This is an optimization exercise on Yosys and OpenROAD, whose aim is small area, a short achievable clock period and few clock cycles per item, not a production implementation. Where RTL was checked, it was by simulation tests only, not by an equivalence proof against the original. The RTL of runs 1, 2 and 6 was laid out without a check of its function. Power and IR drop assume default switching activity.

## flow/design.v (module list and top-level ports; edited modules follow where they fit)
// module pdfi_front: 62 lines
// module pdfi_queue: 34 lines
// module pdfi_vlane: 371 lines
// module pdfi_tlane: 376 lines
// module pdfi_vresolve: 40 lines
// module pdfi_tresolve: 40 lines
// module pdfi_back: 68 lines
// module pvt_derating_factor_interpolator: 96 lines
module pvt_derating_factor_interpolator (
  input  logic                                clk,
  input  logic                                rst_n,
  input  logic                                in_valid,
  output logic                                in_ready,
  input  logic [pdfi_pkg::VOLT_W-1:0]         in_voltage_mv,
  input  logic signed [pdfi_pkg::TEMP_W-1:0]  in_temperature_decideg,
  input  logic [pdfi_pkg::CORNER_W-1:0]       in_process_corner,
  output logic                                out_valid,
  input  logic                                out_ready,
  output logic [pdfi_pkg::FACTOR_W-1:0]       out_voltage_factor,
  output logic [pdfi_pkg::FACTOR_W-1:0]       out_temperature_factor,
  output logic [pdfi_pkg::FACTOR_W-1:0]       out_process_factor,
  output logic                                out_voltage_ok,
  output logic                                out_temperature_ok,
  output logic                                out_process_ok
);
  // ...
==> flow/run.sh <==
#!/bin/bash
# synth_recipe.tcl (not shown) runs the flow's synth.tcl, then flattens the netlist and writes it again
# the make line also repeats each setting of config.mk as NAME=value (left out here)
make -C /OpenROAD-flow-scripts/flow DESIGN_CONFIG=/design/flow/config.mk WORK_HOME=/design/flow/orfs CLKGATE_MAP_FILE= SYNTH_SCRIPT=/design/flow/synth_recipe.tcl finish
==> flow/config.mk <==
export PLATFORM = sky130hd
export DESIGN_NAME = pvt_derating_factor_interpolator
export DESIGN_NICKNAME = pvt_derating_factor_interpolator
export VERILOG_FILES = /design/flow/design.v
export SDC_FILE = /design/flow/constraint.sdc
export NUM_CORES = 4
export LEC_CHECK = 0
export ABC_AREA = 1
export CAP_MARGIN = 20
export CORE_MARGIN = 2
export CORE_UTILIZATION = 40
export SETUP_SLACK_MARGIN = 3.2
export SLEW_MARGIN = 20
==> flow/constraint.sdc <==
create_clock -name core_clock -period 7.0 [get_ports {clk}]
set_input_delay 1.4000 -clock core_clock [delete_from_list [all_inputs] [get_ports {clk}]]
set_output_delay 1.4000 -clock core_clock [all_outputs]
set_load 0.01 [all_outputs]
==> results.ini, run 1 <==
[outcome]
status=timing/DRC/antenna clean

[sta]
rsz0062_at_grt=true
max_freq_mhz=253
timing.slew.headroom=0.411
setup_viol=0

[worst_setup_path]
required_ns=5.60
crit_path_end=out_voltage_factor[20]
reg2regPathDepth=13
critPathKind=register to primary output

[synthesis]
yosys.area.top_type_share=0.311
synthSimpleGateAreaFrac=0.226
syn_avg_cell_area_um2=8.29
synth_fa_ha_area_frac=0.214

[drt]
vias_per_cell=5.52
routed-wl-met3_mm=4.14
drc_errors=0

[cells_and_area]
nonClkBufAreaFrac=0.114
diodes=0
fill_cells=2794
num-multi-input-gates=924
regMostFlops=u_queue.tseg_q
layout-drive-gt1-share=0.193
reg_top3=u_queue.tseg_q x36, u_back.tls_r x20, u_back.vls_r x20

[power]
power_leader=combinational cells
p_clk_mw=0.863
p_switching_mw=1.49

[cts]
cts_buffers=17
cts_buffer_depth=2
hold_buffers=0
cts_sinks=124
cts-root-buf=clkbuf_16

[die]
core_um2=28900

[grt]
antenna_found_initial=1
grt_pass1_wl_mm=61.9
top_usage_layer=met1
grt_use_met2=0.388

==> run 2, diff against run 1 <==
--- a/flow/config.mk
+++ b/flow/config.mk
@@ -9,5 +9,5 @@
 export CAP_MARGIN = 20
 export CORE_MARGIN = 2
 export CORE_UTILIZATION = 40
-export SETUP_SLACK_MARGIN = 3.2
+export SETUP_SLACK_MARGIN = 3.6
 export SLEW_MARGIN = 20
==> run 2 against run 1 <==
Still clean. Area after synthesis unchanged. Via count up 4.1%. Clock skew down 0.0019 ns. Clock power up 14%. Routed wire length up 6.1%. Power up 9.5%. Final cell count up 4.1%. Clock-buffer cell count down 1. Combinational power up 13%. Largest cell class unchanged. Highest routed layer unchanged.
==> results.ini, run 2 <==
[die]
start_util=0.408
core.rowCount=62
die_h_um=176
die_x_um=176
die_area_um2=30800
core_um2=28900  ; unchanged
io_pins=100

[sta]
timing.slew.headroom=0.431  ; +0.0195
fin_setup_tns_ns=0
slew_violations=0
fin_crit_sh=0.563
fin_skew_ns=0.00766
rsz0062_at_grt=true
setup_viol=0  ; unchanged
hold_viol_final=0
tightest_slew_ns=0.853
max_freq_mhz=254  ; +0.20%
min_period_ns=3.94

[synthesis]
syn_area_um2=11800
synthCells=1419
seq_area_frac_synth=0.315
synth_top_cell_by_area=edfxtp_1
yosysMostFrequentCell=inv_1
synth.area.top_cells=edfxtp_1, fa_1, inv_1, ha_1, nor2_1
synth-async-reset-ratio=0
syn_avg_cell_area_um2=8.29  ; unchanged
ys_warn_count=2
ys_types=53
synth_commonest_cells=inv_1, nor2_1, nand2_1
ys_ff_latch=124
ys_dominant_reg_cell=edfxtp_1
synth_edf_count=122
yosys.area.top_type_share=0.311  ; unchanged

[drt]
ant_nets=0
vias=11400
first_pass_iters=6
vias_per_cell=5.52  ; about the same
routed_wl_mm=43.1
drc_errors=0  ; unchanged
drt_iter0_markers=1389
post_drt_wl_per_cell_um=20.8

[outcome]
status=timing/DRC/antenna clean

[power]
powerDensity_nw_per_um2=263
leakagePower_nw=7.67
vdd_drop_max_mv=0.137
total_power_mw=4.23

[placement]
gp_congestion=1.01
placedInstanceArea_um2=12900
placed_cells=1854
hpwl_mm=30.8
numPortBuffers=91

[cells_and_area]
largest_register_ffs=36
layout-drive-gt1-share=0.314  ; +0.121
final_cell_mix=inv_1, buf_4, nand2_1, nor2_1, edfxtp_1
diodes=0  ; unchanged
fill_cells=2669  ; -4.5%
syn_to_final_growth_pct=36.5
reg_top3=u_queue.tseg_q x36, u_back.tls_r x20, u_back.vls_r x20
stdcell_count=2073
fin_area_um2=16100
finalNetCount=1858
final_common_cell=inv_1
fin_util=0.557
regMostFlops=u_queue.tseg_q

[grt]
grt_pass1_wl_mm=64.2  ; +3.7%
antenna_found_initial=0  ; -1
grt_max_degree=65
grt_pass1_vias=11000
grtUsageTotal=0.274
grt_overflow=0

[worst_setup_path]
cp_top_family=simple AND/OR/NAND/NOR gates
cp_slowest_cell=edfxtp_1
cp_data_arrival_time_ns=2.54
critPathKind=register to primary output
crit_path_end_kind=primary output
crit_fanout=3
required_ns=5.60  ; about the same
crit_top_cell=nand2_2
slowest_delay_ns=0.38
crit_chain=nand3_2 > nand2_2 > nand2_2 > nand2_2 > nand2_2 > nand2_2 > nand2_2 > nand2_2 > nand2_2 > nand2_4 > nand2_2 > nand2_4 > nand2_2 > nand2_2 > nand2_2 > nand2_4 > nand2_2 > nand2_2 > ha_4 > o21ai_2 > a21oi_1 > buf_2
r2r_slack_ns=3.43
path_buf_inv=1
start_kind=register

[cts]
cts_buffer_depth=2  ; unchanged
clkLatencyLatePin_ns=0.43
htreeDepth=4
cts_tree=built
hold_buffers=0  ; unchanged
cts_buffers=17  ; unchanged
cts_sinks=124  ; unchanged
path_clk_slew_ns=0.06
cts-root-buf=clkbuf_16

[worst_hold_path]
holdCritPathClass=register to register

[job]
cap_violations=0

run 2: cell counts after synthesis:
No cell type changed its count.
run 2: kinds of logic (layout without fill, tap and decap cells):
family                   after synthesis  after routing  share of synthesized area
other                                  1              8                   0.000319
AO/OA/AOI/OAI                        204            204                      0.115
buffers and inverters                378            641                      0.129
AND/OR/NAND/NOR                      559            559                      0.226
flip-flops                           124            124                      0.315
adder cells (fa/ha/maj)              153            153                      0.214
run 2: routing by layer:
metal,GRT usage,up-vias,wire [um],share of wire
met3,0.0645,144,4380,0.10
met4,0.129,0,2180,0.051
met1,0.388,5383,18600,0.43
met2,0.395,694,17900,0.42
met5,0,-,0,0
li1,-,5215,-,-
run 2: path summary, 6_finish.rpt:
kind / from / to / depth (start not counted)
worst max-delay path: u_back.vck_r / out_voltage_factor[20] / 22
worst min-delay path: u_queue.corner_q[0] / u_back.corner_r[0] / 0
worst max register to register: u_queue.tseg_q[26] / u_back.tls_r[5] / 13
worst min register to register: u_queue.corner_q[0] / u_back.corner_r[0] / 0
run 2: repair_timing:
item / CTS / global route
pin swaps: 49 / 66
setup endpoints to repair: 81 / 65
cloned: 0 / 1
buffers inserted: 128 / 58
resized for setup: 291 / 154
run 2: area by class of cell:
| cell class | instances | area [um2] | share of cell area |
|---|---|---|---|
| clock buffer | 17 | 425 | 0.0265 |
| inverter | 328 | 1260 | 0.0786 |
| multi-input combinational | 924 | 7640 | 0.476 |
| sequential | 124 | 3700 | 0.231 |
| tap | 384 | 480 | 0.0299 |
| timing repair inverter | 1 | 5.00 | 0.000312 |
| timing repair buffer | 280 | 2330 | 0.145 |
| clock inverter | 15 | 213 | 0.0132 |
run 2: power by group:
| group | leakage [nW] | internal [mW] | total [mW] | switching (mW) |
|---|---|---|---|---|
| clock network | 0.308 | 0.603 | 0.981 | 0.378 |
| logic | 5.99 | 0.964 | 2.08 | 1.12 |
| registers | 1.37 | 1.04 | 1.16 | 0.120 |
| total | 7.67 | 2.61 | 4.23 | 1.62 |
run 2: stage by stage:
step | hold WS, ns | worst slack, ns
after global routing | 0.442 | 2.88
after global placement | 0.417 | 2.92
final | 0.426 | 3.06
after CTS | 0.427 | 3.07
after floorplan | 0.400 | 3.63
after detailed placement | 0.412 | 2.92
==> module pdfi_front, before the edit <==
module pdfi_front (
  input  logic [pdfi_pkg::VOLT_W-1:0]        in_voltage_mv,
  input  logic signed [pdfi_pkg::TEMP_W-1:0] in_temperature_decideg,
  output logic [pdfi_pkg::VSW-1:0]           vseg,
  output logic [pdfi_pkg::VUW-1:0]           vu,
  output logic [pdfi_pkg::TSW-1:0]           tseg,
  output logic [pdfi_pkg::TUW-1:0]           tu
);
  logic [pdfi_pkg::VSW:0] vge;
  logic [pdfi_pkg::TSW:0] tge;
  assign vge[0] = in_voltage_mv >= 11'd1080;
  assign vge[1] = in_voltage_mv >= 11'd1088;
  assign vge[2] = in_voltage_mv >= 11'd1120;
  assign vge[3] = in_voltage_mv >= 11'd1152;
  assign vge[4] = in_voltage_mv >= 11'd1160;
  assign vge[5] = in_voltage_mv >= 11'd1200;
  assign vge[6] = in_voltage_mv >= 11'd1216;
  assign vge[7] = in_voltage_mv >= 11'd1240;
  assign vge[8] = in_voltage_mv >= 11'd1280;
  assign vge[9] = in_voltage_mv > 11'd1320;
  assign vseg = vge[8:0] & ~vge[9:1];
  assign tge[0] = in_temperature_decideg >= -12'sd250;
  assign tge[1] = in_temperature_decideg >= -12'sd192;
  assign tge[2] = in_temperature_decideg >= -12'sd150;
  assign tge[3] = in_temperature_decideg >= -12'sd128;
  assign tge[4] = in_temperature_decideg >= -12'sd64;
  assign tge[5] = in_temperature_decideg >= 12'sd0;
  assign tge[6] = in_temperature_decideg >= 12'sd64;
  assign tge[7] = in_temperature_decideg >= 12'sd128;
  assign tge[8] = in_temperature_decideg >= 12'sd150;
  assign tge[9] = in_temperature_decideg >= 12'sd192;
  assign tge[10] = in_temperature_decideg >= 12'sd250;
  assign tge[11] = in_temperature_decideg >= 12'sd256;
  assign tge[12] = in_temperature_decideg >= 12'sd320;
  assign tge[13] = in_temperature_decideg >= 12'sd350;
  assign tge[14] = in_temperature_decideg >= 12'sd384;
  assign tge[15] = in_temperature_decideg >= 12'sd448;
  assign tge[16] = in_temperature_decideg >= 12'sd450;
  assign tge[17] = in_temperature_decideg >= 12'sd512;
  assign tge[18] = in_temperature_decideg >= 12'sd550;
  assign tge[19] = in_temperature_decideg >= 12'sd576;
  assign tge[20] = in_temperature_decideg >= 12'sd640;
  assign tge[21] = in_temperature_decideg >= 12'sd650;
  assign tge[22] = in_temperature_decideg >= 12'sd704;
  assign tge[23] = in_temperature_decideg >= 12'sd750;
  assign tge[24] = in_temperature_decideg >= 12'sd768;
  assign tge[25] = in_temperature_decideg >= 12'sd832;
  assign tge[26] = in_temperature_decideg >= 12'sd850;
  assign tge[27] = in_temperature_decideg >= 12'sd896;
  assign tge[28] = in_temperature_decideg >= 12'sd950;
  assign tge[29] = in_temperature_decideg >= 12'sd960;
  assign tge[30] = in_temperature_decideg >= 12'sd1024;
  assign tge[31] = in_temperature_decideg >= 12'sd1050;
  assign tge[32] = in_temperature_decideg >= 12'sd1088;
  assign tge[33] = in_temperature_decideg >= 12'sd1150;
  assign tge[34] = in_temperature_decideg >= 12'sd1152;
  assign tge[35] = in_temperature_decideg >= 12'sd1216;
  assign tge[36] = in_temperature_decideg > 12'sd1250;
  assign tseg = tge[35:0] & ~tge[36:1];
  assign vu = in_voltage_mv[pdfi_pkg::VUW-1:0];
  assign tu = in_temperature_decideg[pdfi_pkg::TUW-1:0];
endmodule
==> module pdfi_vresolve, before the edit <==
module pdfi_vresolve (
  input  logic [20:0] ls,
  input  logic [9:0] gb,
  input  logic ck,
  output logic [20:0] f
);
  logic [10:0] c;
  logic [9:0] pb;
  assign c[0] = ck;
  assign pb[0] = &ls[1:0];
  assign c[1] = gb[0] | (pb[0] & c[0]);
  assign f[1:0] = ls[1:0] + 2'(c[0]);
  assign pb[1] = &ls[3:2];
  assign c[2] = gb[1] | (pb[1] & c[1]);
  assign f[3:2] = ls[3:2] + 2'(c[1]);
  assign pb[2] = &ls[5:4];
  assign c[3] = gb[2] | (pb[2] & c[2]);
  assign f[5:4] = ls[5:4] + 2'(c[2]);
  assign pb[3] = &ls[7:6];
  assign c[4] = gb[3] | (pb[3] & c[3]);
  assign f[7:6] = ls[7:6] + 2'(c[3]);
  assign pb[4] = &ls[9:8];
  assign c[5] = gb[4] | (pb[4] & c[4]);
  assign f[9:8] = ls[9:8] + 2'(c[4]);
  assign pb[5] = &ls[11:10];
  assign c[6] = gb[5] | (pb[5] & c[5]);
  assign f[11:10] = ls[11:10] + 2'(c[5]);
  assign pb[6] = &ls[13:12];
  assign c[7] = gb[6] | (pb[6] & c[6]);
  assign f[13:12] = ls[13:12] + 2'(c[6]);
  assign pb[7] = &ls[15:14];
  assign c[8] = gb[7] | (pb[7] & c[7]);
  assign f[15:14] = ls[15:14] + 2'(c[7]);
  assign pb[8] = &ls[17:16];
  assign c[9] = gb[8] | (pb[8] & c[8]);
  assign f[17:16] = ls[17:16] + 2'(c[8]);
  assign pb[9] = &ls[20:18];
  assign c[10] = gb[9] | (pb[9] & c[9]);
  assign f[20:18] = ls[20:18] + 3'(c[9]);
endmodule
==> module pdfi_tresolve, before the edit <==
module pdfi_tresolve (
  input  logic [20:0] ls,
  input  logic [9:0] gb,
  input  logic ck,
  output logic [20:0] f
);
  logic [10:0] c;
  logic [9:0] pb;
  assign c[0] = ck;
  assign pb[0] = &ls[1:0];
  assign c[1] = gb[0] | (pb[0] & c[0]);
  assign f[1:0] = ls[1:0] + 2'(c[0]);
  assign pb[1] = &ls[3:2];
  assign c[2] = gb[1] | (pb[1] & c[1]);
  assign f[3:2] = ls[3:2] + 2'(c[1]);
  assign pb[2] = &ls[5:4];
  assign c[3] = gb[2] | (pb[2] & c[2]);
  assign f[5:4] = ls[5:4] + 2'(c[2]);
  assign pb[3] = &ls[7:6];
  assign c[4] = gb[3] | (pb[3] & c[3]);
  assign f[7:6] = ls[7:6] + 2'(c[3]);
  assign pb[4] = &ls[9:8];
  assign c[5] = gb[4] | (pb[4] & c[4]);
  assign f[9:8] = ls[9:8] + 2'(c[4]);
  assign pb[5] = &ls[11:10];
  assign c[6] = gb[5] | (pb[5] & c[5]);
  assign f[11:10] = ls[11:10] + 2'(c[5]);
  assign pb[6] = &ls[13:12];
  assign c[7] = gb[6] | (pb[6] & c[6]);
  assign f[13:12] = ls[13:12] + 2'(c[6]);
  assign pb[7] = &ls[15:14];
  assign c[8] = gb[7] | (pb[7] & c[7]);
  assign f[15:14] = ls[15:14] + 2'(c[7]);
  assign pb[8] = &ls[17:16];
  assign c[9] = gb[8] | (pb[8] & c[8]);
  assign f[17:16] = ls[17:16] + 2'(c[8]);
  assign pb[9] = &ls[20:18];
  assign c[10] = gb[9] | (pb[9] & c[9]);
  assign f[20:18] = ls[20:18] + 3'(c[9]);
endmodule
==> run 3, diff against run 2 <==
--- a/flow/design.v
+++ b/flow/design.v
@@ -22,57 +22,59 @@
   output logic [pdfi_pkg::TSW-1:0]           tseg,
   output logic [pdfi_pkg::TUW-1:0]           tu
 );
-  logic [pdfi_pkg::VSW:0] vge;
-  logic [pdfi_pkg::TSW:0] tge;
-  assign vge[0] = in_voltage_mv >= 11'd1080;
-  assign vge[1] = in_voltage_mv >= 11'd1088;
-  assign vge[2] = in_voltage_mv >= 11'd1120;
-  assign vge[3] = in_voltage_mv >= 11'd1152;
-  assign vge[4] = in_voltage_mv >= 11'd1160;
-  assign vge[5] = in_voltage_mv >= 11'd1200;
-  assign vge[6] = in_voltage_mv >= 11'd1216;
-  assign vge[7] = in_voltage_mv >= 11'd1240;
-  assign vge[8] = in_voltage_mv >= 11'd1280;
-  assign vge[9] = in_voltage_mv > 11'd1320;
-  assign vseg = vge[8:0] & ~vge[9:1];
-  assign tge[0] = in_temperature_decideg >= -12'sd250;
-  assign tge[1] = in_temperature_decideg >= -12'sd192;
-  assign tge[2] = in_temperature_decideg >= -12'sd150;
-  assign tge[3] = in_temperature_decideg >= -12'sd128;
-  assign tge[4] = in_temperature_decideg >= -12'sd64;
-  assign tge[5] = in_temperature_decideg >= 12'sd0;
-  assign tge[6] = in_temperature_decideg >= 12'sd64;
-  assign tge[7] = in_temperature_decideg >= 12'sd128;
-  assign tge[8] = in_temperature_decideg >= 12'sd150;
-  assign tge[9] = in_temperature_decideg >= 12'sd192;
-  assign tge[10] = in_temperature_decideg >= 12'sd250;
-  assign tge[11] = in_temperature_decideg >= 12'sd256;
-  assign tge[12] = in_temperature_decideg >= 12'sd320;
-  assign tge[13] = in_temperature_decideg >= 12'sd350;
-  assign tge[14] = in_temperature_decideg >= 12'sd384;
-  assign tge[15] = in_temperature_decideg >= 12'sd448;
-  assign tge[16] = in_temperature_decideg >= 12'sd450;
-  assign tge[17] = in_temperature_decideg >= 12'sd512;
-  assign tge[18] = in_temperature_decideg >= 12'sd550;
-  assign tge[19] = in_temperature_decideg >= 12'sd576;
-  assign tge[20] = in_temperature_decideg >= 12'sd640;
-  assign tge[21] = in_temperature_decideg >= 12'sd650;
-  assign tge[22] = in_temperature_decideg >= 12'sd704;
-  assign tge[23] = in_temperature_decideg >= 12'sd750;
-  assign tge[24] = in_temperature_decideg >= 12'sd768;
-  assign tge[25] = in_temperature_decideg >= 12'sd832;
-  assign tge[26] = in_temperature_decideg >= 12'sd850;
-  assign tge[27] = in_temperature_decideg >= 12'sd896;
-  assign tge[28] = in_temperature_decideg >= 12'sd950;
-  assign tge[29] = in_temperature_decideg >= 12'sd960;
-  assign tge[30] = in_temperature_decideg >= 12'sd1024;
-  assign tge[31] = in_temperature_decideg >= 12'sd1050;
-  assign tge[32] = in_temperature_decideg >= 12'sd1088;
-  assign tge[33] = in_temperature_decideg >= 12'sd1150;
-  assign tge[34] = in_temperature_decideg >= 12'sd1152;
-  assign tge[35] = in_temperature_decideg >= 12'sd1216;
-  assign tge[36] = in_temperature_decideg > 12'sd1250;
-  assign tseg = tge[35:0] & ~tge[36:1];
+  logic [4:0] vblk;
+  logic [5:0] vlo;
+  assign vblk = in_voltage_mv[10:6];
+  assign vlo = in_voltage_mv[5:0];
+  assign vseg[0] = vblk == 5'd16 && vlo >= 6'd56;   
+  assign vseg[1] = vblk == 5'd17 && vlo <= 6'd31;   
+  assign vseg[2] = vblk == 5'd17 && vlo >= 6'd32;   
+  assign vseg[3] = vblk == 5'd18 && vlo <= 6'd7;   
+  assign vseg[4] = vblk == 5'd18 && vlo >= 6'd8 && vlo <= 6'd47;   
+  assign vseg[5] = vblk == 5'd18 && vlo >= 6'd48;   
+  assign vseg[6] = vblk == 5'd19 && vlo <= 6'd23;   
+  assign vseg[7] = vblk == 5'd19 && vlo >= 6'd24;   
+  assign vseg[8] = vblk == 5'd20 && vlo <= 6'd40;   
+  logic [5:0] tblk;
+  logic [5:0] tlo;
+  assign tblk = in_temperature_decideg[11:6];
+  assign tlo = in_temperature_decideg[5:0];
+  assign tseg[0] = tblk == 6'd60 && tlo >= 6'd6;   
+  assign tseg[1] = tblk == 6'd61 && tlo <= 6'd41;   
+  assign tseg[2] = tblk == 6'd61 && tlo >= 6'd42;   
+  assign tseg[3] = tblk == 6'd62;   
+  assign tseg[4] = tblk == 6'd63;   
+  assign tseg[5] = tblk == 6'd0;   
+  assign tseg[6] = tblk == 6'd1;   
+  assign tseg[7] = tblk == 6'd2 && tlo <= 6'd21;   
+  assign tseg[8] = tblk == 6'd2 && tlo >= 6'd22;   
+  assign tseg[9] = tblk == 6'd3 && tlo <= 6'd57;   
+  assign tseg[10] = tblk == 6'd3 && tlo >= 6'd58;   
+  assign tseg[11] = tblk == 6'd4;   
+  assign tseg[12] = tblk == 6'd5 && tlo <= 6'd29;   
+  assign tseg[13] = tblk == 6'd5 && tlo >= 6'd30;   
+  assign tseg[14] = tblk == 6'd6;   
+  assign tseg[15] = tblk == 6'd7 && tlo <= 6'd1;   
+  assign tseg[16] = tblk == 6'd7 && tlo >= 6'd2;   
+  assign tseg[17] = tblk == 6'd8 && tlo <= 6'd37;   
+  assign tseg[18] = tblk == 6'd8 && tlo >= 6'd38;   
+  assign tseg[19] = tblk == 6'd9;   
+  assign tseg[20] = tblk == 6'd10 && tlo <= 6'd9;   
+  assign tseg[21] = tblk == 6'd10 && tlo >= 6'd10;   
+  assign tseg[22] = tblk == 6'd11 && tlo <= 6'd45;   
+  assign tseg[23] = tblk == 6'd11 && tlo >= 6'd46;   
+  assign tseg[24] = tblk == 6'd12;   
+  assign tseg[25] = tblk == 6'd13 && tlo <= 6'd17;   
+  assign tseg[26] = tblk == 6'd13 && tlo >= 6'd18;   
+  assign tseg[27] = tblk == 6'd14 && tlo <= 6'd53;   
+  assign tseg[28] = tblk == 6'd14 && tlo >= 6'd54;   
+  assign tseg[29] = tblk == 6'd15;   
+  assign tseg[30] = tblk == 6'd16 && tlo <= 6'd25;   
+  assign tseg[31] = tblk == 6'd16 && tlo >= 6'd26;   
+  assign tseg[32] = tblk == 6'd17 && tlo <= 6'd61;   
+  assign tseg[33] = tblk == 6'd17 && tlo >= 6'd62;   
+  assign tseg[34] = tblk == 6'd18;   
+  assign tseg[35] = tblk == 6'd19 && tlo <= 6'd34;   
   assign vu = in_voltage_mv[pdfi_pkg::VUW-1:0];
   assign tu = in_temperature_decideg[pdfi_pkg::TUW-1:0];
 endmodule
@@ -863,38 +865,86 @@
   input  logic ck,
   output logic [20:0] f
 );
-  logic [10:0] c;
   logic [9:0] pb;
-  assign c[0] = ck;
+  logic [10:0] c;
   assign pb[0] = &ls[1:0];
-  assign c[1] = gb[0] | (pb[0] & c[0]);
-  assign f[1:0] = ls[1:0] + 2'(c[0]);
   assign pb[1] = &ls[3:2];
-  assign c[2] = gb[1] | (pb[1] & c[1]);
-  assign f[3:2] = ls[3:2] + 2'(c[1]);
   assign pb[2] = &ls[5:4];
-  assign c[3] = gb[2] | (pb[2] & c[2]);
-  assign f[5:4] = ls[5:4] + 2'(c[2]);
   assign pb[3] = &ls[7:6];
-  assign c[4] = gb[3] | (pb[3] & c[3]);
-  assign f[7:6] = ls[7:6] + 2'(c[3]);
   assign pb[4] = &ls[9:8];
-  assign c[5] = gb[4] | (pb[4] & c[4]);
-  assign f[9:8] = ls[9:8] + 2'(c[4]);
   assign pb[5] = &ls[11:10];
-  assign c[6] = gb[5] | (pb[5] & c[5]);
-  assign f[11:10] = ls[11:10] + 2'(c[5]);
   assign pb[6] = &ls[13:12];
-  assign c[7] = gb[6] | (pb[6] & c[6]);
-  assign f[13:12] = ls[13:12] + 2'(c[6]);
   assign pb[7] = &ls[15:14];
-  assign c[8] = gb[7] | (pb[7] & c[7]);
-  assign f[15:14] = ls[15:14] + 2'(c[7]);
   assign pb[8] = &ls[17:16];
-  assign c[9] = gb[8] | (pb[8] & c[8]);
-  assign f[17:16] = ls[17:16] + 2'(c[8]);
   assign pb[9] = &ls[20:18];
-  assign c[10] = gb[9] | (pb[9] & c[9]);
+  logic g0_1;
+  assign g0_1 = gb[0] | (pb[0] & ck);
+  logic g0_3;
+  assign g0_3 = gb[2] | (pb[2] & gb[1]);
+  logic p0_3;
+  assign p0_3 = pb[2] & pb[1];
+  logic g0_5;
+  assign g0_5 = gb[4] | (pb[4] & gb[3]);
+  logic p0_5;
+  assign p0_5 = pb[4] & pb[3];
+  logic g0_7;
+  assign g0_7 = gb[6] | (pb[6] & gb[5]);
+  logic p0_7;
+  assign p0_7 = pb[6] & pb[5];
+  logic g0_9;
+  assign g0_9 = gb[8] | (pb[8] & gb[7]);
+  logic p0_9;
+  assign p0_9 = pb[8] & pb[7];
+  logic g1_2;
+  assign g1_2 = gb[1] | (pb[1] & g0_1);
+  logic g1_3;
+  assign g1_3 = g0_3 | (p0_3 & g0_1);
+  logic g1_6;
+  assign g1_6 = gb[5] | (pb[5] & g0_5);
+  logic p1_6;
+  assign p1_6 = pb[5] & p0_5;
+  logic g1_7;
+  assign g1_7 = g0_7 | (p0_7 & g0_5);
+  logic p1_7;
+  assign p1_7 = p0_7 & p0_5;
+  logic g1_10;
+  assign g1_10 = gb[9] | (pb[9] & g0_9);
+  logic p1_10;
+  assign p1_10 = pb[9] & p0_9;
+  logic g2_4;
+  assign g2_4 = gb[3] | (pb[3] & g1_3);
+  logic g2_5;
+  assign g2_5 = g0_5 | (p0_5 & g1_3);
+  logic g2_6;
+  assign g2_6 = g1_6 | (p1_6 & g1_3);
+  logic g2_7;
+  assign g2_7 = g1_7 | (p1_7 & g1_3);
+  logic g3_8;
+  assign g3_8 = gb[7] | (pb[7] & g2_7);
+  logic g3_9;
+  assign g3_9 = g0_9 | (p0_9 & g2_7);
+  logic g3_10;
+  assign g3_10 = g1_10 | (p1_10 & g2_7);
+  assign c[0] = ck;
+  assign c[1] = g0_1;
+  assign c[2] = g1_2;
+  assign c[3] = g1_3;
+  assign c[4] = g2_4;
+  assign c[5] = g2_5;
+  assign c[6] = g2_6;
+  assign c[7] = g2_7;
+  assign c[8] = g3_8;
+  assign c[9] = g3_9;
+  assign c[10] = g3_10;
+  assign f[1:0] = ls[1:0] + 2'(c[0]);
+  assign f[3:2] = ls[3:2] + 2'(c[1]);
+  assign f[5:4] = ls[5:4] + 2'(c[2]);
+  assign f[7:6] = ls[7:6] + 2'(c[3]);
+  assign f[9:8] = ls[9:8] + 2'(c[4]);
+  assign f[11:10] = ls[11:10] + 2'(c[5]);
+  assign f[13:12] = ls[13:12] + 2'(c[6]);
+  assign f[15:14] = ls[15:14] + 2'(c[7]);
+  assign f[17:16] = ls[17:16] + 2'(c[8]);
   assign f[20:18] = ls[20:18] + 3'(c[9]);
 endmodule
 module pdfi_tresolve (
@@ -903,38 +953,86 @@
   input  logic ck,
   output logic [20:0] f
 );
-  logic [10:0] c;
   logic [9:0] pb;
-  assign c[0] = ck;
+  logic [10:0] c;
   assign pb[0] = &ls[1:0];
-  assign c[1] = gb[0] | (pb[0] & c[0]);
-  assign f[1:0] = ls[1:0] + 2'(c[0]);
   assign pb[1] = &ls[3:2];
-  assign c[2] = gb[1] | (pb[1] & c[1]);
-  assign f[3:2] = ls[3:2] + 2'(c[1]);
   assign pb[2] = &ls[5:4];
-  assign c[3] = gb[2] | (pb[2] & c[2]);
-  assign f[5:4] = ls[5:4] + 2'(c[2]);
   assign pb[3] = &ls[7:6];
-  assign c[4] = gb[3] | (pb[3] & c[3]);
-  assign f[7:6] = ls[7:6] + 2'(c[3]);
   assign pb[4] = &ls[9:8];
-  assign c[5] = gb[4] | (pb[4] & c[4]);
-  assign f[9:8] = ls[9:8] + 2'(c[4]);
   assign pb[5] = &ls[11:10];
-  assign c[6] = gb[5] | (pb[5] & c[5]);
-  assign f[11:10] = ls[11:10] + 2'(c[5]);
   assign pb[6] = &ls[13:12];
-  assign c[7] = gb[6] | (pb[6] & c[6]);
-  assign f[13:12] = ls[13:12] + 2'(c[6]);
   assign pb[7] = &ls[15:14];
-  assign c[8] = gb[7] | (pb[7] & c[7]);
-  assign f[15:14] = ls[15:14] + 2'(c[7]);
   assign pb[8] = &ls[17:16];
-  assign c[9] = gb[8] | (pb[8] & c[8]);
-  assign f[17:16] = ls[17:16] + 2'(c[8]);
   assign pb[9] = &ls[20:18];
-  assign c[10] = gb[9] | (pb[9] & c[9]);
+  logic g0_1;
+  assign g0_1 = gb[0] | (pb[0] & ck);
+  logic g0_3;
+  assign g0_3 = gb[2] | (pb[2] & gb[1]);
+  logic p0_3;
+  assign p0_3 = pb[2] & pb[1];
+  logic g0_5;
+  assign g0_5 = gb[4] | (pb[4] & gb[3]);
+  logic p0_5;
+  assign p0_5 = pb[4] & pb[3];
+  logic g0_7;
+  assign g0_7 = gb[6] | (pb[6] & gb[5]);
+  logic p0_7;
+  assign p0_7 = pb[6] & pb[5];
+  logic g0_9;
+  assign g0_9 = gb[8] | (pb[8] & gb[7]);
+  logic p0_9;
+  assign p0_9 = pb[8] & pb[7];
+  logic g1_2;
+  assign g1_2 = gb[1] | (pb[1] & g0_1);
+  logic g1_3;
+  assign g1_3 = g0_3 | (p0_3 & g0_1);
+  logic g1_6;
+  assign g1_6 = gb[5] | (pb[5] & g0_5);
+  logic p1_6;
+  assign p1_6 = pb[5] & p0_5;
+  logic g1_7;
+  assign g1_7 = g0_7 | (p0_7 & g0_5);
+  logic p1_7;
+  assign p1_7 = p0_7 & p0_5;
+  logic g1_10;
+  assign g1_10 = gb[9] | (pb[9] & g0_9);
+  logic p1_10;
+  assign p1_10 = pb[9] & p0_9;
+  logic g2_4;
+  assign g2_4 = gb[3] | (pb[3] & g1_3);
+  logic g2_5;
+  assign g2_5 = g0_5 | (p0_5 & g1_3);
+  logic g2_6;
+  assign g2_6 = g1_6 | (p1_6 & g1_3);
+  logic g2_7;
+  assign g2_7 = g1_7 | (p1_7 & g1_3);
+  logic g3_8;
+  assign g3_8 = gb[7] | (pb[7] & g2_7);
+  logic g3_9;
+  assign g3_9 = g0_9 | (p0_9 & g2_7);
+  logic g3_10;
+  assign g3_10 = g1_10 | (p1_10 & g2_7);
+  assign c[0] = ck;
+  assign c[1] = g0_1;
+  assign c[2] = g1_2;
+  assign c[3] = g1_3;
+  assign c[4] = g2_4;
+  assign c[5] = g2_5;
+  assign c[6] = g2_6;
+  assign c[7] = g2_7;
+  assign c[8] = g3_8;
+  assign c[9] = g3_9;
+  assign c[10] = g3_10;
+  assign f[1:0] = ls[1:0] + 2'(c[0]);
+  assign f[3:2] = ls[3:2] + 2'(c[1]);
+  assign f[5:4] = ls[5:4] + 2'(c[2]);
+  assign f[7:6] = ls[7:6] + 2'(c[3]);
+  assign f[9:8] = ls[9:8] + 2'(c[4]);
+  assign f[11:10] = ls[11:10] + 2'(c[5]);
+  assign f[13:12] = ls[13:12] + 2'(c[6]);
+  assign f[15:14] = ls[15:14] + 2'(c[7]);
+  assign f[17:16] = ls[17:16] + 2'(c[8]);
   assign f[20:18] = ls[20:18] + 3'(c[9]);
 endmodule
 module pdfi_back (
--- a/flow/config.mk
+++ b/flow/config.mk
@@ -9,5 +9,5 @@
 export CAP_MARGIN = 20
 export CORE_MARGIN = 2
 export CORE_UTILIZATION = 40
-export SETUP_SLACK_MARGIN = 3.6
+export SETUP_SLACK_MARGIN = 3.1
 export SLEW_MARGIN = 20
==> run 3 against run 2 <==
Via count shrank 7.0%. First-iteration DRC count shrank 18%. Synthesized cell count grew 5.2%. Combinational power shrank 18%. Critical path depth shrank 10. Final cell count shrank 4.9%. Fmax grew 2.9%. Critical path type is now register to register. Highest routed layer unchanged. Global-route usage shrank 1.1 points. Utilization shrank 8.4 points. Cell area shrank 15%.
==> results.ini, run 3 <==
[placement]
hpwl_mm=31.1  ; +0.84%
numPortBuffers=91  ; unchanged
gp_congestion=1.03  ; +1.2%

[power]
combPwrFrac=0.448  ; -0.045
power_frac_seq=0.310  ; +0.035
p_switching_mw=1.50  ; -7.1%
p_int_mw=2.30  ; -12%
power.share.clock=0.242  ; +0.010
total_power_mw=3.81  ; -9.9%
p_sw_frac=0.395  ; +0.0120
powerDensity_nw_per_um2=279  ; +6.1%
vdd_drop_max_mv=0.128  ; -6.4%
leakagePower_nw=7.06  ; -7.9%

[die]
die_x_um=176  ; about the same
core_um2=28900  ; unchanged
core.rowCount=62  ; unchanged
die_area_um2=30800  ; about the same
die_h_um=176  ; about the same
io_pins=100  ; unchanged
start_util=0.408  ; about the same

[worst_setup_path]
required_ns=7.17  ; +1.57 ns
crit_chain=nor2_2 > nand2_1 > nor2_1 > nand4_1 > nand2_1 > nand3_1 > fa_1 > inv_1 > fa_1 > inv_1 > ha_1 > fa_1
start_kind=register
crit_path_end_kind=register
crit_top_cell=fa_1
crit_fanout=5  ; +2
cp_data_arrival_time_ns=4.00  ; +1.46 ns
slowest_delay_ns=0.51  ; +0.13 ns
critPathKind=register to register
cp_slowest_cell=edfxtp_1

[cts]
cts_sinks=124  ; unchanged
cts-root-buf=clkbuf_16
hold_buffers=0  ; unchanged
clkLatencyLatePin_ns=0.44  ; about the same
cts_tree=built
cts_buffers=17  ; unchanged
htreeDepth=4  ; unchanged
path_clk_slew_ns=0.07  ; about the same
cts_buffer_depth=2  ; unchanged

[cells_and_area]
regMostFlops=u_queue.tseg_q
diodes=0  ; unchanged
syn_to_final_growth_pct=15.9
final_common_cell=nand2_1
finalNetCount=1756  ; -5.5%
reg_top3=u_queue.tseg_q x36, u_back.tls_r x20, u_back.vls_r x20
final_cell_mix=nand2_1, inv_1, nor2_1, edfxtp_1, nand3_1
largest_register_ffs=36  ; unchanged
layout-drive-gt1-share=0.0674  ; -0.246

[grt]
antenna_found_initial=2  ; +2
grtUsageTotal=0.263  ; -0.0111
grt_overflow=0  ; unchanged
grt_max_degree=62  ; -4.6%
grt_pass1_vias=10600  ; -3.7%
grt_pass1_wl_mm=61.5  ; -4.3%

[synthesis]
ys_ff_latch=124  ; unchanged
synth_top_cell_by_area=edfxtp_1
synth-async-reset-ratio=0  ; unchanged
ys_warn_count=2  ; unchanged
synth_edf_count=122  ; unchanged
yosys.area.top_type_share=0.311  ; about the same
syn_area_um2=11800  ; about the same
synthCells=1493  ; +5.2%
ys_dominant_reg_cell=edfxtp_1
yosysMostFrequentCell=nand2_1
syn_avg_cell_area_um2=7.89  ; -4.9%
synth.area.top_cells=edfxtp_1, fa_1, nand2_1, inv_1, ha_1
seq_area_frac_synth=0.315  ; about the same
synth_commonest_cells=nand2_1, inv_1, nor2_1
ys_types=44  ; -17%

[drt]
vias=10600  ; -7.0%
drc_errors=0  ; unchanged
routed_wl_mm=39.0  ; -9.5%
drt_iter0_markers=1142  ; -18%
post_drt_wl_per_cell_um=19.8  ; -4.8%
ant_nets=0  ; unchanged
vias_per_cell=5.40  ; -2.2%
first_pass_iters=6  ; unchanged

[outcome]
status=timing/DRC/antenna clean

[sta]
fin_setup_tns_ns=0  ; unchanged
tightest_slew_ns=0.903  ; +0.0494 ns
fin_skew_ns=0.0151  ; +0.00744 ns
fin_crit_sh=0.547  ; -0.0158
slew_violations=0  ; unchanged
hold_viol_final=0  ; unchanged
timing.slew.headroom=0.393  ; -0.0385
max_freq_mhz=261  ; +2.9%
min_period_ns=3.83  ; -0.111 ns
rsz0062_at_grt=true
setup_viol=0  ; unchanged

[worst_hold_path]
holdCritPathClass=register to register

[job]
cap_violations=0  ; unchanged

[run 3: area by class of cell]
cell class	count	area [um2]
multi-input combinational	1064	6870
tap	384	480
clock buffer	17	425
timing repair buffer	99	988
sequential	124	3700
clock inverter	15	169
fill	2854	15200
inverter	268	1010
[run 3: cell families after synthesis]
family | synth area share
simple gates | 0.282
buf+inv | 0.107
compound gates | 0.0817
fa+ha+maj | 0.214
flops | 0.315
other cells | 0.000319
[run 3: critical path: cells and delay by family, from the launching register on]
kind | cells | cell delay (ns)
DFF | 1 | 0.51
buffers and inverters | 2 | 0.09
and+or+nand+nor | 6 | 1.36
adders and majority gates | 4 | 1.61
[run 3: what timing repair did]
item,4_1_cts,5_1_grt
buffers inserted,1,4
setup endpoints to repair,9,19
gates resized for setup,8,18
gates cloned,0,0
endpoints found under the hold margin,0,0
[run 3: layer usage]
| layer | up-vias | part of all wire | track usage |
|---|---|---|---|
| met4 | 0 | 0.033 | 0.0975 |
| met5 | - | 0 | 0 |
| li1 | 5043 | - | - |
| met1 | 4971 | 0.45 | 0.369 |
| met2 | 529 | 0.44 | 0.409 |
| met3 | 94 | 0.079 | 0.0433 |
[run 3: power by group through the flow]
stage	clock, mW	sequential (mW)	combinational (mW)
2_1_floorplan	0	1.15	1.11
3_3_place_gp	0	1.19	1.66
3_5_place_dp	0	1.20	1.69
4_1_cts	0.939	1.18	1.71
5_1_grt	0.971	1.21	1.99
6_report	0.922	1.18	1.71
[run 3: path summary, 6_finish.rpt]
kind | endpoint | from | slack [ns] | cells after the start
min reg2reg | u_back.corner_r[1] | u_queue.corner_q[1] | 0.42 | 0
max | u_back.tls_r[5] | u_queue.tseg_q[6] | 3.17 | 12
min | u_back.corner_r[1] | u_queue.corner_q[1] | 0.42 | 0
max reg2reg | u_back.tls_r[5] | u_queue.tseg_q[6] | 3.17 | 12
[run 3: stage by stage]
stage,worst slack (ns),hold slack (ns),std cells,utilization,area (um2)
after global placement,2.97,0.404,1934,0.449,13000
after CTS,2.99,0.421,1967,0.470,13600
after global routing,3.07,0.428,1971,0.473,13600
after detailed placement,2.97,0.405,1934,0.449,13000
final,3.17,0.419,1971,0.473,13600
after floorplan,3.30,0.400,1500,-,11800
Testbench counts of run 3, summed over its fixed seeds: cycles 16,016, items 16,000.
==> run 4, diff against run 3 <==
--- a/flow/config.mk
+++ b/flow/config.mk
@@ -9,5 +9,5 @@
 export CAP_MARGIN = 20
 export CORE_MARGIN = 2
 export CORE_UTILIZATION = 40
-export SETUP_SLACK_MARGIN = 3.1
+export SETUP_SLACK_MARGIN = 3.7
 export SLEW_MARGIN = 20
==> run 4 against run 3 <==
Sequential share of layout area is 4.6 points lower. First-iteration DRC count is 7.9% higher. Register-to-register slack better by 0.37 ns. Highest routed layer unchanged.
==> results.ini, run 4 <==
[drt]
vias_per_cell=5.43  ; +0.58%
post_drt_wl_per_cell_um=20.4  ; +3.4%
routed_wl_mm=44.1  ; +13%
vias=11700  ; +10%
drt_iter0_markers=1232  ; +7.9%
ant_nets=0  ; unchanged
first_pass_iters=5  ; -1
drc_errors=0  ; unchanged

[cells_and_area]
regMostFlops=u_queue.tseg_q
final_common_cell=nand2_1
diodes=0  ; unchanged
layout-drive-gt1-share=0.339  ; +0.271
finalNetCount=1941  ; +11%
syn_to_final_growth_pct=39.8
fin_area_um2=16500  ; +21%
largest_register_ffs=36  ; unchanged
reg_top3=u_queue.tseg_q x36, u_back.tls_r x20, u_back.vls_r x20
final_cell_mix=nand2_1, inv_1, buf_4, nor2_1, edfxtp_1
stdcell_count=2155  ; +9.3%
fin_util=0.570  ; +0.0976

[worst_setup_path]
crit_start=u_queue.tseg_q[21]
crit_fanout=4  ; -1
cp_data_arrival_time_ns=3.67  ; -0.33 ns
crit_path_end=u_back.tck_r
required_ns=7.21  ; +0.04 ns
r2r_start=u_queue.tseg_q[21]
r2r_slack_ns=3.54  ; +0.37 ns
worst_r2r_endpoint=u_back.tck_r
reg2regPathDepth=15  ; +3
start_kind=register
critPathKind=register to register
crit_path_end_kind=register

[die]
start_util=0.408  ; unchanged
core.rowCount=62  ; unchanged
io_pins=100  ; unchanged
die_h_um=176  ; unchanged
die_x_um=176  ; unchanged
die_area_um2=30800  ; unchanged
core_um2=28900  ; unchanged

[sta]
slew_violations=0  ; unchanged
min_period_ns=3.46  ; -0.366 ns
timing.slew.headroom=0.446  ; +0.0534
tightest_slew_ns=0.831  ; -0.0718 ns
hold_viol_final=0  ; unchanged
rsz0062_at_grt=true
max_freq_mhz=289  ; +11%
setup_viol=0  ; unchanged
fin_setup_tns_ns=0  ; unchanged
fin_skew_ns=0.0189  ; +0.00384 ns
fin_crit_sh=0.495  ; -0.0523

[synthesis]
synth_edf_count=122  ; unchanged
seq_area_frac_synth=0.315  ; unchanged
synth_commonest_cells=nand2_1, inv_1, nor2_1
ys_ff_latch=124  ; unchanged
yosysMostFrequentCell=nand2_1
synth_top_cell_by_area=edfxtp_1
synth.area.top_cells=edfxtp_1, fa_1, nand2_1, inv_1, ha_1
synth-async-reset-ratio=0  ; unchanged
ys_types=44  ; unchanged
syn_area_um2=11800  ; unchanged
synthCells=1493  ; unchanged
yosys.area.top_type_share=0.311  ; unchanged
ys_warn_count=2  ; unchanged
ys_dominant_reg_cell=edfxtp_1
syn_avg_cell_area_um2=7.89  ; unchanged

[grt]
grt_overflow=0  ; unchanged
grt_max_degree=62  ; unchanged
grt_pass1_vias=11200  ; +5.8%
grt_pass1_wl_mm=65.5  ; +6.5%
antenna_found_initial=0  ; -2
grtUsageTotal=0.282  ; +0.0198

[placement]
numPortBuffers=91  ; unchanged
gp_congestion=1.03  ; +0.15%
placedInstanceArea_um2=13000  ; +0.16%
hpwl_mm=31.8  ; +2.2%
placed_cells=1934  ; unchanged

[cts]
cts_tree=built
cts_buffers=17  ; unchanged
cts-root-buf=clkbuf_16
htreeDepth=4  ; unchanged
path_clk_slew_ns=0.08  ; about the same
cts_buffer_depth=2  ; unchanged
clkLatencyLatePin_ns=0.45  ; about the same
cts_sinks=124  ; unchanged

[worst_hold_path]
hold_path_depth=0  ; unchanged
holdCritPathClass=register to register

[outcome]
status=timing/DRC/antenna clean

[job]
cap_violations=0  ; unchanged

[power]
powerDensity_nw_per_um2=264  ; -5.3%
leakagePower_nw=8.22  ; +16%
vdd_drop_max_mv=0.119  ; -6.9%

[run 4: cell counts after synthesis]
No cell type changed its count.
[run 4: stage by stage]
step	hold WS (ns)	worst slack [ns]	total power, mW
final	0.426	3.54	4.35
after global routing	0.436	3.47	4.71
after CTS	0.430	3.50	3.93
after detailed placement	0.415	2.55	2.89
after global placement	0.405	2.55	2.86
after floorplan	0.400	3.70	2.25
[run 4: area by class of cell]
cell class                 instances  area [um2]
timing repair buffer             282        2350
tap                              384         480
clock buffer                      17         425
fill                            2599       12400
clock inverter                    14         138
inverter                         268        1050
sequential                       124        3700
multi-input combinational       1066        8310
[run 4: kinds of logic (layout without fill, tap and decap cells)]
group,count (synthesis),after routing,synth area share
DFF,124,124,0.315
other,1,8,0.000319
and+or+nand+nor,745,747,0.282
AOI/OAI and AO/OA,158,158,0.0817
buffers and inverters,312,581,0.107
adders and majority gates,153,153,0.214
[run 4: per-layer routing]
metal | up-vias | wire length, um | global-route usage
met5 | - | 0 | 0
met4 | 0 | 1880 | 0.110
met2 | 639 | 19700 | 0.443
met1 | 5498 | 18800 | 0.391
met3 | 140 | 3690 | 0.0476
li1 | 5420 | - | -
[run 4: worst min-delay path by stage]
stage	start	end	slack (ns)
after global routing	u_queue.corner_q[1]	u_back.corner_r[1]	0.44
after global placement	u_queue.corner_q[0]	u_back.corner_r[0]	0.41
after detailed placement	u_queue.corner_q[0]	u_back.corner_r[0]	0.42
final	u_queue.corner_q[1]	u_back.corner_r[1]	0.43
after CTS	u_queue.corner_q[0]	u_back.corner_r[0]	0.43
after floorplan	u_queue.corner_q[0]	u_back.corner_r[0]	0.40
[run 4: timing repair]
| item | CTS | global route |
|---|---|---|
| gates resized for setup | 341 | 236 |
| endpoints found under the setup margin | 82 | 69 |
| pin swaps | 76 | 101 |
| endpoints found under the hold margin | 0 | 0 |
| setup buffers | 103 | 85 |
| hold buffers | 0 | 0 |
| gates cloned | 1 | 1 |
[run 4: power by group]
part	total (mW)	internal [mW]	switching, mW
Combinational	2.28	1.04	1.24
Clock	0.881	0.494	0.387
Sequential	1.19	1.06	0.134
[run 4: critical path: stages, from the launching register on]
cell,delay [ns]
edfxtp_1,0.52
buf_4,0.20
nor2_2,0.25
nand3_2,0.16
nor2_2,0.12
nand2_2,0.09
nand2_2,0.07
nand3_2,0.07
fa_1,0.52
inv_2,0.05
fa_2,0.56
inv_2,0.05
ha_4,0.23
a21oi_2,0.12
o31a_1,0.15
nand2_2,0.06
==> run 5, diff against run 4 <==
--- a/flow/config.mk
+++ b/flow/config.mk
@@ -9,5 +9,5 @@
 export CAP_MARGIN = 20
 export CORE_MARGIN = 2
 export CORE_UTILIZATION = 40
-export SETUP_SLACK_MARGIN = 3.7
+export SETUP_SLACK_MARGIN = 3.4
 export SLEW_MARGIN = 20
==> run 5 against run 4 <==
Still clean. Hold slack worse by 0.0023 ns. First-iteration DRC count down 12%. Routed wire length down 10%. Sequential cell count unchanged. Fmax down 3.2%. Sequential power about the same. Area after synthesis unchanged. Sequential share of layout area up 3.7 points. Critical path depth down 3. Die area unchanged. Setup slack worse by 0.11 ns. Final cell count down 6.5%.
==> results.ini, run 5 <==
[outcome]
status=timing/DRC/antenna clean

[power]
vdd_drop_max_mv=0.125  ; +5.2%
power.share.clock=0.248  ; +0.045
combPwrFrac=0.446  ; -0.078
p_int_mw=2.33  ; -9.7%
powerDensity_nw_per_um2=272  ; +2.9%
p_sw_frac=0.393  ; -0.0120
power_frac_seq=0.306  ; +0.033
leakagePower_nw=7.39  ; -10%
p_switching_mw=1.51  ; -14%

[synthesis]
ys_types=44  ; unchanged
synth_top_cell_by_area=edfxtp_1
syn_area_um2=11800  ; unchanged
synth_edf_count=122  ; unchanged
synthCells=1493  ; unchanged
yosysMostFrequentCell=nand2_1
ys_warn_count=2  ; unchanged
syn_avg_cell_area_um2=7.89  ; unchanged
ys_dominant_reg_cell=edfxtp_1
synth-async-reset-ratio=0  ; unchanged
synth.area.top_cells=edfxtp_1, fa_1, nand2_1, inv_1, ha_1
ys_ff_latch=124  ; unchanged
yosys.area.top_type_share=0.311  ; unchanged
synth_commonest_cells=nand2_1, inv_1, nor2_1
seq_area_frac_synth=0.315  ; unchanged

[cts]
hold_buffers=0  ; unchanged
cts_tree=built
cts_buffer_depth=2  ; unchanged
cts_buffers=17  ; unchanged
cts_sinks=124  ; unchanged
clkLatencyLatePin_ns=0.44  ; about the same
cts-root-buf=clkbuf_16
htreeDepth=4  ; unchanged
path_clk_slew_ns=0.06  ; -0.02 ns

[grt]
grt_overflow=0  ; unchanged
grt_pass1_vias=10600  ; -5.9%
grtUsageTotal=0.260  ; -0.0228
antenna_found_initial=1  ; +1
grt_pass1_wl_mm=61.0  ; -6.9%
grt_max_degree=62  ; unchanged

[sta]
hold_viol_final=0  ; unchanged
rsz0062_at_grt=true
slew_violations=0  ; unchanged
fin_skew_ns=0.0223  ; +0.00337 ns
max_freq_mhz=280  ; -3.2%
fin_setup_tns_ns=0  ; unchanged
setup_viol=0  ; unchanged
fin_hold_ws_ns=0.423  ; -0.00233 ns
timing.slew.headroom=0.460  ; +0.0137
min_period_ns=3.58  ; +0.113 ns
tightest_slew_ns=0.810  ; -0.0206 ns
fin_crit_sh=0.511  ; +0.0161

[cells_and_area]
finalNetCount=1800  ; -7.3%
stdcell_count=2015  ; -6.5%
syn_to_final_growth_pct=20.3
final_common_cell=nand2_1
largest_register_ffs=36  ; unchanged
fin_util=0.491  ; -0.0797
final_cell_mix=nand2_1, inv_1, nor2_1, edfxtp_1, nand3_1
regMostFlops=u_queue.tseg_q
layout-drive-gt1-share=0.128  ; -0.211
diodes=0  ; unchanged
reg_top3=u_queue.tseg_q x36, u_back.tls_r x20, u_back.vls_r x20

[drt]
ant_nets=0  ; unchanged
vias=11000  ; -5.8%
vias_per_cell=5.47  ; +0.72%
post_drt_wl_per_cell_um=19.6  ; -3.9%
drc_errors=0  ; unchanged
first_pass_iters=6  ; +1
routed_wl_mm=39.6  ; -10%
drt_iter0_markers=1085  ; -12%

[placement]
numPortBuffers=91  ; unchanged
hpwl_mm=30.8  ; -3.0%
placed_cells=1934  ; unchanged
gp_congestion=1.03  ; about the same

[worst_setup_path]
crit_top_cell=inv_1
crit_path_end_kind=register
critPathKind=register to register
cp_slowest_cell=fa_1
crit_fanout=5  ; +1
reg2regPathDepth=12  ; -3
start_kind=register
slowest_delay_ns=0.61  ; +0.05 ns
crit_chain=nor2_4 > nand2_1 > inv_1 > nand4_1 > fa_1 > inv_1 > fa_1 > inv_1 > ha_1 > inv_1 > fa_1 > inv_1
r2r_start=u_queue.tseg_q[21]
worst_r2r_endpoint=u_back.tls_r[11]
required_ns=7.19  ; -0.02 ns
cp_data_arrival_time_ns=3.77  ; +0.10 ns
r2r_slack_ns=3.42  ; -0.11 ns

[die]
core.rowCount=62  ; unchanged
io_pins=100  ; unchanged
die_h_um=176  ; unchanged
core_um2=28900  ; unchanged
die_area_um2=30800  ; unchanged
die_x_um=176  ; unchanged
start_util=0.408  ; unchanged

[job]
cap_violations=0  ; unchanged

[worst_hold_path]
holdCritPathClass=register to register
min-delay-start=u_queue.corner_q[0]
min_to=u_back.corner_r[0]
hold_path_depth=0  ; unchanged

run 5: cell counts after synthesis:
Identical to the previous run, type by type.
run 5: repair_timing:
item | 4_1_cts | 5_1_grt
buffers inserted | 11 | 38
gates resized for setup | 52 | 79
pin swaps | 0 | 12
endpoints found under the setup margin | 42 | 46
run 5: routing by layer:
metal,up-vias,routed length [um],global-route usage
met5,-,0,0
met4,0,1440,0.0988
met3,105,2970,0.0355
met2,574,17400,0.405
met1,5201,17700,0.368
li1,5136,-,-
run 5: power groups by stage:
stage / Combinational [mW] / Sequential (mW) / Clock [mW]
after floorplan: 1.11 / 1.15 / 0
after global placement: 1.65 / 1.19 / 0
after detailed placement: 1.70 / 1.19 / 0
after CTS: 1.68 / 1.18 / 0.958
after global routing: 1.98 / 1.20 / 0.997
final: 1.72 / 1.18 / 0.955
run 5: area by class of cell:
type                    count  area [um2]
clock buffers              18         439
well taps                 384         480
inverters                 268        1010
clock inverters            14         173
fillers                  2851       14700
flip-flops and latches    124        3700
multi-input cells        1064        7090
repair buffers            143        1260
run 5: cell families after synthesis:
logic type | count (synthesis) | synth area share
AOI/OAI and AO/OA | 158 | 0.0817
adders and majority gates | 153 | 0.214
buffers and inverters | 312 | 0.107
DFF | 124 | 0.315
other | 1 | 0.000319
and+or+nand+nor | 745 | 0.282
run 5: critical path, delay by kind of cell (launching register included):
kind                     cells  cell delay, ns
adder cells (fa/ha/maj)      4            1.60
AND/OR/NAND/NOR              3            0.76
flip-flops                   1            0.54
buffers and inverters        5            0.43
run 5: metrics by stage:
| step | setup WS, ns | area (um2) | power, mW |
|---|---|---|---|
| 6_report | 3.42 | 14200 | 3.85 |
| 3_3_place_gp | 2.99 | 13000 | 2.84 |
| 3_5_place_dp | 2.99 | 13000 | 2.89 |
| 2_1_floorplan | 3.63 | 11800 | 2.25 |
| 4_1_cts | 3.36 | 13700 | 3.82 |
| 5_1_grt | 3.25 | 14200 | 4.18 |
run 5: worst max-delay path by stage:
stage	start	end	slack [ns]	cells after the start
CTS	u_back.vck_r	out_voltage_factor[17]	3.36	12
global placement	out_ready	in_ready	2.99	4
floorplan	out_ready	in_ready	3.63	2
detailed placement	out_ready	in_ready	2.99	4
finish	u_queue.tseg_q[21]	u_back.tls_r[11]	3.42	12
global route	u_queue.tseg_q[14]	u_back.tck_r	3.25	14
==> run 6, diff against run 5 <==
--- a/flow/design.v
+++ b/flow/design.v
@@ -8,6 +8,8 @@
   localparam int VSW = 9;
   localparam int TUW = 6;
   localparam int TSW = 36;
+  localparam int VGN = 1;   
+  localparam int TGN = 1;
   localparam int VNB = 10;
   localparam int TNB = 10;
   localparam logic [FACTOR_W-1:0] PF_SLOW = 22'd1231275;
--- a/flow/config.mk
+++ b/flow/config.mk
@@ -9,5 +9,6 @@
 export CAP_MARGIN = 20
 export CORE_MARGIN = 2
 export CORE_UTILIZATION = 40
+export PLACE_DENSITY = 0.75
 export SETUP_SLACK_MARGIN = 3.4
 export SLEW_MARGIN = 20
==> run 6 against run 5 <==
Critical endpoint is now in_ready. Clock power up 6%. Sequential cell count stayed put. Power grew 2.8%. Routed wire length increased by 2.7%. Still clean on timing, DRC and antenna. Largest cell class unchanged. Critical path depth shrank 8.
==> results.ini, run 6 <==
[synthesis]
ys_ff_latch=124  ; unchanged
synth.area.top_cells=edfxtp_1, fa_1, nand2_1, inv_1, ha_1
synth_edf_count=122  ; unchanged
synthCells=1493  ; unchanged
ys_warn_count=2  ; unchanged
syn_avg_cell_area_um2=7.89  ; unchanged
ys_dominant_reg_cell=edfxtp_1
synth_top_cell_by_area=edfxtp_1
synth_commonest_cells=nand2_1, inv_1, nor2_1
syn_area_um2=11800  ; unchanged
yosys.area.top_type_share=0.311  ; unchanged
ys_types=44  ; unchanged
synth-async-reset-ratio=0  ; unchanged
yosysMostFrequentCell=nand2_1
seq_area_frac_synth=0.315  ; unchanged

[placement]
dp_slack_ns=2.80  ; -0.197 ns
numPortBuffers=91  ; unchanged
gp_congestion=1.06  ; +3.5%
hpwl_mm=31.2  ; +1.2%
placed_cells=1935  ; +0.052%

[sta]
rsz0062_at_grt=true
max_freq_mhz=277  ; -1.0%
fin_crit_sh=0.516  ; +0.00528
slew_violations=0  ; unchanged
timing.slew.headroom=0.450  ; -0.00981
fin_setup_tns_ns=0  ; unchanged
layout_setup_ws_ns=3.39  ; -0.0370 ns
fin_skew_ns=0.0149  ; -0.00744 ns
min_period_ns=3.61  ; +0.0370 ns
hold_viol_final=0  ; unchanged
tightest_slew_ns=0.825  ; +0.0147 ns
setup_viol=0  ; unchanged

[die]
die_x_um=176  ; unchanged
core.rowCount=62  ; unchanged
core_um2=28900  ; unchanged
die_h_um=176  ; unchanged
start_util=0.408  ; unchanged
io_pins=100  ; unchanged
die_area_um2=30800  ; unchanged

[cells_and_area]
diodes=0  ; unchanged
final_common_cell=nand2_1
reg_top3=u_queue.tseg_q x36, u_back.tls_r x20, u_back.vls_r x20
final_cell_mix=nand2_1, inv_1, nor2_1, edfxtp_1, nand3_1
syn_to_final_growth_pct=21.7
stdcell_count=2025  ; +0.50%
largest_register_ffs=36  ; unchanged
regMostFlops=u_queue.tseg_q
finalNetCount=1810  ; +0.56%
layout-drive-gt1-share=0.141  ; +0.0132

[worst_setup_path]
crit_start=out_ready
r2r_start=u_queue.tseg_q[29]
crit_path_end=in_ready
start_kind=input port
crit_path_end_kind=primary output
cp_slowest_cell=clkdlybuf4s50_1
reg2regPathDepth=11  ; -1
r2r_slack_ns=3.44  ; +0.02 ns
required_ns=5.60  ; -1.59 ns
cp_data_arrival_time_ns=2.21  ; -1.56 ns
crit_fanout=3  ; -2
slowest_delay_ns=0.41  ; -0.20 ns
critPathKind=input port to primary output
crit_chain=clkdlybuf4s50_1 > inv_2 > nand3_4 > clkbuf_2
worst_r2r_endpoint=u_back.tls_r[13]

[grt]
grt_pass1_wl_mm=61.9  ; +1.6%
grtUsageTotal=0.263  ; +0.00388
grt_overflow=0  ; unchanged
antenna_found_initial=1  ; unchanged
grt_max_degree=62  ; unchanged
grt_pass1_vias=10900  ; +2.8%

[cts]
cts_sinks=124  ; unchanged
hold_buffers=0  ; unchanged
path_clk_slew_ns=0.06  ; about the same
cts_tree=built
cts_buffer_depth=2  ; unchanged
clkLatencyLatePin_ns=0.44  ; about the same
cts-root-buf=clkbuf_16
htreeDepth=4  ; unchanged
cts_buffers=17  ; unchanged

[job]
cap_violations=0  ; unchanged

[drt]
post_drt_wl_per_cell_um=20.1  ; +2.2%
ant_nets=0  ; unchanged
first_pass_iters=6  ; unchanged
drc_errors=0  ; unchanged
vias_per_cell=5.56  ; +1.6%
routed_wl_mm=40.7  ; +2.7%
vias=11300  ; +2.1%
drt_iter0_markers=1358  ; +25%

[worst_hold_path]
min-delay-start=u_queue.corner_q[0]
holdCritPathClass=register to register

[outcome]
status=timing/DRC/antenna clean

[power]
powerDensity_nw_per_um2=276  ; +1.6%
vdd_drop_max_mv=0.160  ; +28%
leakagePower_nw=7.43  ; +0.49%

## run 6: cell counts after synthesis
No cell type changed its count.
## run 6: cell type report
cell class	instances	area, um2
clock buffers	17	425
clock inverters	15	223
fillers	2829	14500
inverters	268	1010
multi-input cells	1065	7160
flip-flops and latches	124	3700
well taps	384	480
repair buffers	152	1320
## run 6: critical path, delay by kind of cell
kind	cells	cell delay [ns]
buf+inv	3	0.68
simple gates	1	0.13
## run 6: worst min path at each step
stage	to	slack (ns)	cells past startpoint
floorplan	u_back.corner_r[0]	0.40	0
global placement	u_back.corner_r[0]	0.40	0
detailed placement	u_back.corner_r[0]	0.41	0
CTS	u_back.corner_r[0]	0.42	0
global route	u_back.corner_r[0]	0.43	0
finish	u_back.corner_r[0]	0.42	0
## run 6: per-stage QoR
step | total power, mW | utilization | area [um2] | hold slack (ns)
floorplan | 2.25 | - | 11800 | 0.400
global placement | 2.82 | 0.450 | 13000 | 0.404
detailed placement | 2.90 | 0.450 | 13000 | 0.406
CTS | 3.88 | 0.477 | 13800 | 0.421
global route | 4.27 | 0.496 | 14300 | 0.430
finish | 3.96 | 0.496 | 14300 | 0.419
## run 6: logic make-up after synthesis
kind of cell             after synthesis  synth area share
AND/OR/NAND/NOR                      745             0.282
other                                  1          0.000319
flip-flops                           124             0.315
buffers and inverters                312             0.107
adder cells (fa/ha/maj)              153             0.214
AO/OA/AOI/OAI                        158            0.0817
## run 6: power by group
group | switching [mW] | leakage (nW) | total, mW | internal (mW)
Clock | 0.400 | 0.315 | 1.01 | 0.611
Sequential | 0.120 | 1.39 | 1.17 | 1.05
Combinational | 1.03 | 5.72 | 1.77 | 0.743
## run 6: routing by layer
layer  wire, um  GRT usage
met1      17100      0.348
met2      18300      0.421
met3       3310     0.0429
met4       1910      0.130
met5          0          0
## run 6: timing repair
action | CTS | global route
pin swaps | 6 | 14
gates resized for setup | 57 | 97
gates cloned | 1 | 0
hold endpoints to repair | 0 | 0
buffers inserted | 8 | 49
endpoints found under the setup margin | 49 | 50

[static timing again, ports no longer ideal]
No port has a modelled driver above. Below, the same layouts with a new extraction and two added sets of constraints. Step 1: set_driving_cell puts a clkbuf_16 on clk and a buf_2 on each other input, an assumption about the parent block. Step 2 times the ports against the registers' clock, not the clock port: input delays grow and output delays shrink by t, the midpoint of the rising clock arrivals with the driver on. Three values: ideal, step 1, step 2; two values: the first two.
| run | t (ns) | slack for setup (ns) | worst setup path at the end |
|---|---|---|---|
| run 1 | 0.469 | 3.051 / 3.007 / 3.026 | input to register |
| run 2 | 0.479 | 3.059 / 3.007 / 3.429 | register to register |
| run 3 | 0.481 | 3.170 / 3.153 / 3.170 | register to register |
| run 4 | 0.487 | 3.536 / 3.500 / 3.536 | register to register |
| run 5 | 0.480 | 3.423 / 3.423 / 3.423 | register to register |
| run 6 | 0.478 | 3.386 / 3.362 / 3.362 | input to output |
After both steps setup and hold are still met in every run listed. The setup slack of run 1, which loses most, moves by -0.044 ns with the drivers and by -0.025 ns with both steps.
